From an optimization exercise on the open Yosys and OpenROAD flow, aimed at small area, a short achievable clock period and few clock cycles per item; shortcuts taken in it are not production practice. At most, simulation tests tie the RTL to the original design; equivalence was not proved. No activity file was given, so power comes from the tool's default toggle rates.

JK:
Design entropy_decode_top, start of the top module:
module entropy_decode_top #(
	parameter int MEM_LATENCY = 2
) (
	input  logic Clock,
	input  logic Resetn,
	input  logic start,
	input  logic q_select,
	output logic [entropy_pkg::ADDR_W-1:0] mem_addr,
	output logic mem_rd,
	input  logic [entropy_pkg::WORD_W-1:0] mem_data,
	output logic block_ready,
	input  logic [entropy_pkg::IDX_W-1:0] rd_addr,
	output logic [entropy_pkg::COEF_W-1:0] rd_data
);
	logic [entropy_pkg::CODE_W-1:0] bits;
	logic bits_valid;
	logic take;
	logic drain;
	logic code_valid;
	logic code_eob;
	logic code_zero;
	logic [3:0] code_cnt;
	logic [entropy_pkg::RAW_W-1:0] code_a;
	logic [2:0] code_b;
	logic [entropy_pkg::BLOCK_SIZE-1:0] wr_en;
	logic [entropy_pkg::RAW_W-1:0] wr_even;
	logic [entropy_pkg::RAW_W-1:0] wr_odd;
	bit_window u_window (
		.Clock(Clock),
		.Resetn(Resetn),
		.mem_addr(mem_addr),
		.mem_rd(mem_rd),
		.mem_data(mem_data),
		.bits(bits),
		.bits_valid(bits_valid),
		.take(take)
	);
	vlc_decoder u_vlc (
		.Clock(Clock),
		.Resetn(Resetn),
		.bits(bits),
		.bits_valid(bits_valid),
		.take(take),
		.drain(drain),
		.code_valid(code_valid),
		.code_eob(code_eob),
		.code_zero(code_zero),
		.code_cnt(code_cnt),
		.code_a(code_a),
		.code_b(code_b)
	);
	coeff_sequencer u_seq (
		.Clock(Clock),
		.Resetn(Resetn),
		.start(start),
		.code_valid(code_valid),
		.code_eob(code_eob),
		.code_zero(code_zero),
		.code_cnt(code_cnt),
		.code_a(code_a),
		.code_b(code_b),
		.drain(drain),
		.wr_en(wr_en),
		.wr_even(wr_even),
		.wr_odd(wr_odd),
		.block_ready(block_ready)
	);
	dequantizer u_deq (
		.Clock(Clock),
		.start(start),
		.q_select(q_select),
		.wr_en(wr_en),
		.wr_even(wr_even),
		.wr_odd(wr_odd),
		.rd_addr(rd_addr),
		.rd_data(rd_data)
	);
  ...
Size in the first run: ~730 flip-flops, roughly 62 I/O pins, about 32000 µm² of cells after synthesis.
==> module bit_window, before the edit <==
module bit_window (
	input  logic Clock,
	input  logic Resetn,
	output logic [entropy_pkg::ADDR_W-1:0] mem_addr,
	output logic mem_rd,
	input  logic [entropy_pkg::WORD_W-1:0] mem_data,
	output logic [entropy_pkg::CODE_W-1:0] bits,
	output logic bits_valid,
	input  logic take
);
	localparam int D = 3;  
	logic [15:0] wd [D];
	logic [D-1:0] full;       
	logic [D-1:0] full_pop;   
	logic [3:0] ofs;
	logic v1, v2;
	logic [4:0] ofs_sum;
	logic pop;
	logic [31:0] pair;
	logic [4:0] nxt [16];
	logic [15:0] fit;         
	logic [2:0] busy;
	logic room, room_pop;
	assign pair = {wd[0], wd[1]};
	assign bits = 13'(pair << ofs >> 19);
	always_comb begin
		for (int o = 0; o < 16; o++) begin
			casez (pair[31 - o -: 4])
				4'b00??: nxt[o] = 5'(o + 8);
				4'b100?: nxt[o] = 5'(o + 9);
				4'b1010: nxt[o] = 5'(o + 4);
				4'b1011: nxt[o] = 5'(o + 13);
				default: nxt[o] = 5'(o + 5);
			endcase
			fit[o] = (o <= 12) && (nxt[o] <= 5'd16);
		end
	end
	assign ofs_sum = nxt[ofs];
	assign bits_valid = full[1] || (full[0] && fit[ofs]);
	assign pop = take & ofs_sum[4];
	assign full_pop = pop ? (full >> 1) : full;
	assign busy = 3'(full[0]) + 3'(full[1]) + 3'(full[2]) + 3'(mem_rd) + 3'(v1) + 3'(v2);
	assign room = busy < 3'(D);
	assign room_pop = busy <= 3'(D);
	always_ff @(posedge Clock or negedge Resetn) begin
		if (!Resetn) begin
			full <= '0;
			ofs <= '0;
			v1 <= 1'b0;
			v2 <= 1'b0;
			mem_rd <= 1'b0;
			mem_addr <= '0;
		end else begin
			mem_rd <= room || (room_pop && pop);
			if (mem_rd) mem_addr <= mem_addr + 1'b1;
			v1 <= mem_rd;
			v2 <= v1;
			full <= v2 ? {full_pop[D-2:0], 1'b1} : full_pop;
			if (take) ofs <= ofs_sum[3:0];
		end
	end
	always_ff @(posedge Clock) begin
		for (int i = 0; i < D; i++) begin
			if (v2 && !full_pop[i] && (i == 0 || full_pop[(i + D - 1) % D])) wd[i] <= mem_data;
			else if (pop && i + 1 < D) wd[i] <= wd[(i + 1) % D];
		end
	end
endmodule
==> module coeff_sequencer, before the edit <==
module coeff_sequencer (
	input  logic Clock,
	input  logic Resetn,
	input  logic start,
	input  logic code_valid,
	input  logic code_eob,
	input  logic code_zero,
	input  logic [3:0] code_cnt,
	input  logic [entropy_pkg::RAW_W-1:0] code_a,
	input  logic [2:0] code_b,
	output logic drain,
	output logic [entropy_pkg::BLOCK_SIZE-1:0] wr_en,  
	output logic [entropy_pkg::RAW_W-1:0] wr_even,
	output logic [entropy_pkg::RAW_W-1:0] wr_odd,
	output logic block_ready
);
	logic [5:0] k;
	logic [6:0] k_end;
	logic last;
	logic [entropy_pkg::RAW_W-1:0] b;
	logic q_valid;
	logic [5:0] q_first;
	logic [5:0] q_end;
	logic q_last;
	logic put;
	logic active;
	logic fin;
	assign k_end = {1'b0, k} + {3'd0, code_cnt};
	assign last = code_eob || k_end[6];
	assign b = {{6{code_b[2]}}, code_b};
	assign put = q_valid && (active || start);
	assign drain = code_valid && (!q_valid || put);
	always_ff @(posedge Clock or negedge Resetn) begin
		if (!Resetn) begin
			k <= '0;
			q_valid <= 1'b0;
		end else begin
			if (drain) k <= last ? 6'd0 : k_end[5:0];
			q_valid <= drain || (q_valid && !put);
		end
	end
	always_ff @(posedge Clock) begin
		if (drain) begin
			q_first <= k;
			q_end <= k_end[5:0];
			q_last <= last;
			wr_even <= code_zero ? '0 : (k[0] ? b : code_a);
			wr_odd <= code_zero ? '0 : (k[0] ? code_a : b);
		end
	end
	always_comb begin
		for (int s = 0; s < entropy_pkg::BLOCK_SIZE; s++) begin
			logic in_run;
			in_run = q_valid && (6'(s) >= q_first) && (q_last || 6'(s) < q_end);
			wr_en[s] = (in_run && active) || (in_run && start);
		end
	end
	always_ff @(posedge Clock or negedge Resetn) begin
		if (!Resetn) begin
			active <= 1'b0;
			fin <= 1'b0;
			block_ready <= 1'b0;
		end else begin
			active <= (active || start) && !(put && q_last);
			fin <= start && put && q_last;
			block_ready <= fin || (block_ready && !start) || (put && q_last && !start);
		end
	end
endmodule
==> module dequantizer, before the edit <==
module dequantizer (
	input  logic Clock,
	input  logic start,
	input  logic q_select,
	input  logic [entropy_pkg::BLOCK_SIZE-1:0] wr_en,  
	input  logic [entropy_pkg::RAW_W-1:0] wr_even,
	input  logic [entropy_pkg::RAW_W-1:0] wr_odd,
	input  logic [entropy_pkg::IDX_W-1:0] rd_addr,
	output logic [entropy_pkg::COEF_W-1:0] rd_data
);
	localparam logic [383:0] SCAN_OF = 384'hffeeb9c70923f7be32be5895f37cee9a1594db4b678174cad6ca1f6122c9ae979944c203a9d69034710271b3ce185040;
	logic [entropy_pkg::RAW_W-1:0] store [entropy_pkg::BLOCK_SIZE];
	logic q_sel;
	logic [entropy_pkg::RAW_W-1:0] raw;
	logic [3:0] d;
	logic [2:0] e;
	always_ff @(posedge Clock) begin
		if (start) q_sel <= q_select;  
		for (int p = 0; p < entropy_pkg::BLOCK_SIZE; p++) begin
			if (wr_en[SCAN_OF[6 * p +: 6]]) begin
				store[p] <= SCAN_OF[6 * p] ? wr_odd : wr_even;
			end
		end
	end
	assign d = {1'b0, rd_addr[5:3]} + {1'b0, rd_addr[2:0]};
	assign e = q_sel ? ((d >= 4'd10) ? 3'd6 : 3'(d[3:1]) + 3'd1) : 3'(d[3:2]) + 3'd3;
	assign raw = store[rd_addr];
	always_ff @(posedge Clock) begin
		rd_data <= {{(entropy_pkg::COEF_W - entropy_pkg::RAW_W){raw[entropy_pkg::RAW_W-1]}}, raw} << e;
	end
endmodule
make LEC_CHECK=0 ABC_AREA=1 CAP_MARGIN=20 CORE_MARGIN=2 CORE_UTILIZATION=55 CTS_BUF_LIST='sky130_fd_sc_hd__clkbuf_8 sky130_fd_sc_hd__clkbuf_16' CTS_CLUSTER_DIAMETER=120 CTS_CLUSTER_SIZE=25 SETUP_SLACK_MARGIN=3.6 SLEW_MARGIN=20 finish   # period 6.5 ns
run.sh (not shown) runs the stock make flow with config.mk's settings and CLKGATE_MAP_FILE= SYNTH_SCRIPT=/design/flow/synth_recipe.tcl, a recipe that flattens the netlist after the stock synthesis.
What MS does differently from JK at the input level:
--- a/flow/design.v
+++ b/flow/design.v
@@ -18,8 +18,10 @@
 	input  logic take
 );
 	localparam int D = 3;  
 	logic [15:0] wd [D];
+	logic [D-1:0] head;       
+	logic [D-1:0] tail;       
 	logic [D-1:0] full;       
 	logic [D-1:0] full_pop;   
 	logic [3:0] ofs;
 	logic v1, v2;
@@ -29,9 +31,14 @@
 	logic [4:0] nxt [16];
 	logic [15:0] fit;         
 	logic [2:0] busy;
 	logic room, room_pop;
-	assign pair = {wd[0], wd[1]};
+	always_comb begin
+		pair = '0;
+		for (int i = 0; i < D; i++) begin
+			pair = pair | ({wd[i], wd[(i + 1) % D]} & {32{head[i]}});
+		end
+	end
 	assign bits = 13'(pair << ofs >> 19);
 	always_comb begin
 		for (int o = 0; o < 16; o++) begin
 			casez (pair[31 - o -: 4])
@@ -53,8 +60,10 @@
 	assign room_pop = busy <= 3'(D);
 	always_ff @(posedge Clock or negedge Resetn) begin
 		if (!Resetn) begin
 			full <= '0;
+			head <= D'(1);
+			tail <= D'(1);
 			ofs <= '0;
 			v1 <= 1'b0;
 			v2 <= 1'b0;
 			mem_rd <= 1'b0;
@@ -64,15 +73,16 @@
 			if (mem_rd) mem_addr <= mem_addr + 1'b1;
 			v1 <= mem_rd;
 			v2 <= v1;
 			full <= v2 ? {full_pop[D-2:0], 1'b1} : full_pop;
+			if (pop) head <= {head[D-2:0], head[D-1]};
+			if (v2) tail <= {tail[D-2:0], tail[D-1]};
 			if (take) ofs <= ofs_sum[3:0];
 		end
 	end
 	always_ff @(posedge Clock) begin
 		for (int i = 0; i < D; i++) begin
-			if (v2 && !full_pop[i] && (i == 0 || full_pop[(i + D - 1) % D])) wd[i] <= mem_data;
-			else if (pop && i + 1 < D) wd[i] <= wd[(i + 1) % D];
+			if (v2 && tail[i]) wd[i] <= mem_data;
 		end
 	end
 endmodule
 module vlc_decoder (
@@ -161,8 +171,9 @@
 	logic [5:0] q_end;
 	logic q_last;
 	logic put;
 	logic active;
+	logic active_next;
 	logic fin;
 	assign k_end = {1'b0, k} + {3'd0, code_cnt};
 	assign last = code_eob || k_end[6];
 	assign b = {{6{code_b[2]}}, code_b};
@@ -192,17 +203,19 @@
 			in_run = q_valid && (6'(s) >= q_first) && (q_last || 6'(s) < q_end);
 			wr_en[s] = (in_run && active) || (in_run && start);
 		end
 	end
+	assign active_next = (active && start) || ((active || start) && !(put && q_last));
 	always_ff @(posedge Clock or negedge Resetn) begin
 		if (!Resetn) begin
 			active <= 1'b0;
 			fin <= 1'b0;
 			block_ready <= 1'b0;
 		end else begin
-			active <= (active || start) && !(put && q_last);
-			fin <= start && put && q_last;
-			block_ready <= fin || (block_ready && !start) || (put && q_last && !start);
+			active <= active_next;
+			fin <= start && !active && put && q_last;
+			block_ready <= !start && (fin || block_ready || (active && put && q_last)
+				|| (drain && last && active_next));
 		end
 	end
 endmodule
 module dequantizer (
@@ -230,9 +243,24 @@
 		end
 	end
 	assign d = {1'b0, rd_addr[5:3]} + {1'b0, rd_addr[2:0]};
 	assign e = q_sel ? ((d >= 4'd10) ? 3'd6 : 3'(d[3:1]) + 3'd1) : 3'(d[3:2]) + 3'd3;
-	assign raw = store[rd_addr];
+	always_comb begin
+		logic [7:0] row_hot, col_hot;
+		logic [entropy_pkg::RAW_W-1:0] row_val;
+		for (int i = 0; i < 8; i++) begin
+			row_hot[i] = (rd_addr[5:3] == 3'(i));
+			col_hot[i] = (rd_addr[2:0] == 3'(i));
+		end
+		raw = '0;
+		for (int r = 0; r < 8; r++) begin
+			row_val = '0;
+			for (int c = 0; c < 8; c++) begin
+				row_val = row_val | (store[8 * r + c] & {entropy_pkg::RAW_W{col_hot[c]}});
+			end
+			raw = raw | (row_val & {entropy_pkg::RAW_W{row_hot[r]}});
+		end
+	end
 	always_ff @(posedge Clock) begin
 		rd_data <= {{(entropy_pkg::COEF_W - entropy_pkg::RAW_W){raw[entropy_pkg::RAW_W-1]}}, raw} << e;
 	end
 endmodule
Delta (MS minus JK): first-pass GRT wire length now larger, total power saw a decrease, synthesized-area fraction occupied by xor and xnor cells has remained practically unchanged, number of multi-input combinational cells in the layout shows an increase of about 0.7%. Compared with JK, MS shows a higher maximum number of pins on one net before global-route repair. For MS, the worst setup path startpoint was rd_addr[1], unlike JK, where it was rd_addr[0]. MS against JK; design area is down slightly. Compared to JK, the router laid down more metal wire for MS. The die of MS is larger than the one used in JK. Of MS and JK, the run reporting the lower overall fraction of global-route tracks in use was JK.
Testbench counts of MS, summed over its fixed seeds: cycles 24,934, blocks 320.
For JK, only the layout was checked, not whether the RTL still works.

## afterwards: timing with drivers on the ports
How much do the figures lean on ideal ports? The routed layouts below were timed once more, with nothing changed but the port constraints.
Step 1 assumes that a clkbuf_16 drives the clock port and a buf_2 every other input.
Step 2 times the ports against the registers' clock, not the clock port: input delays grow and output delays shrink by t, the midpoint of the rising clock arrivals with the driver on.
Slacks: ideal ports / drivers / drivers and shift; pairs: ideal ports / drivers.
run	shift t [ns]	setup slack, ns	slew at the worst register clock pin (ns)	worst slew at a driven data input, ns	pins driven straight from the clock port
JK	0.648	3.533 / 3.549 / 2.901	0.10 / 0.10	0.07	1
MS	0.647	3.541 / 3.431 / 2.785	0.11 / 0.11	0.25	1
After both steps every run listed still meets setup and hold. The setup slack of MS, which loses most, moves by -0.110 ns with the drivers and by -0.756 ns with both steps.
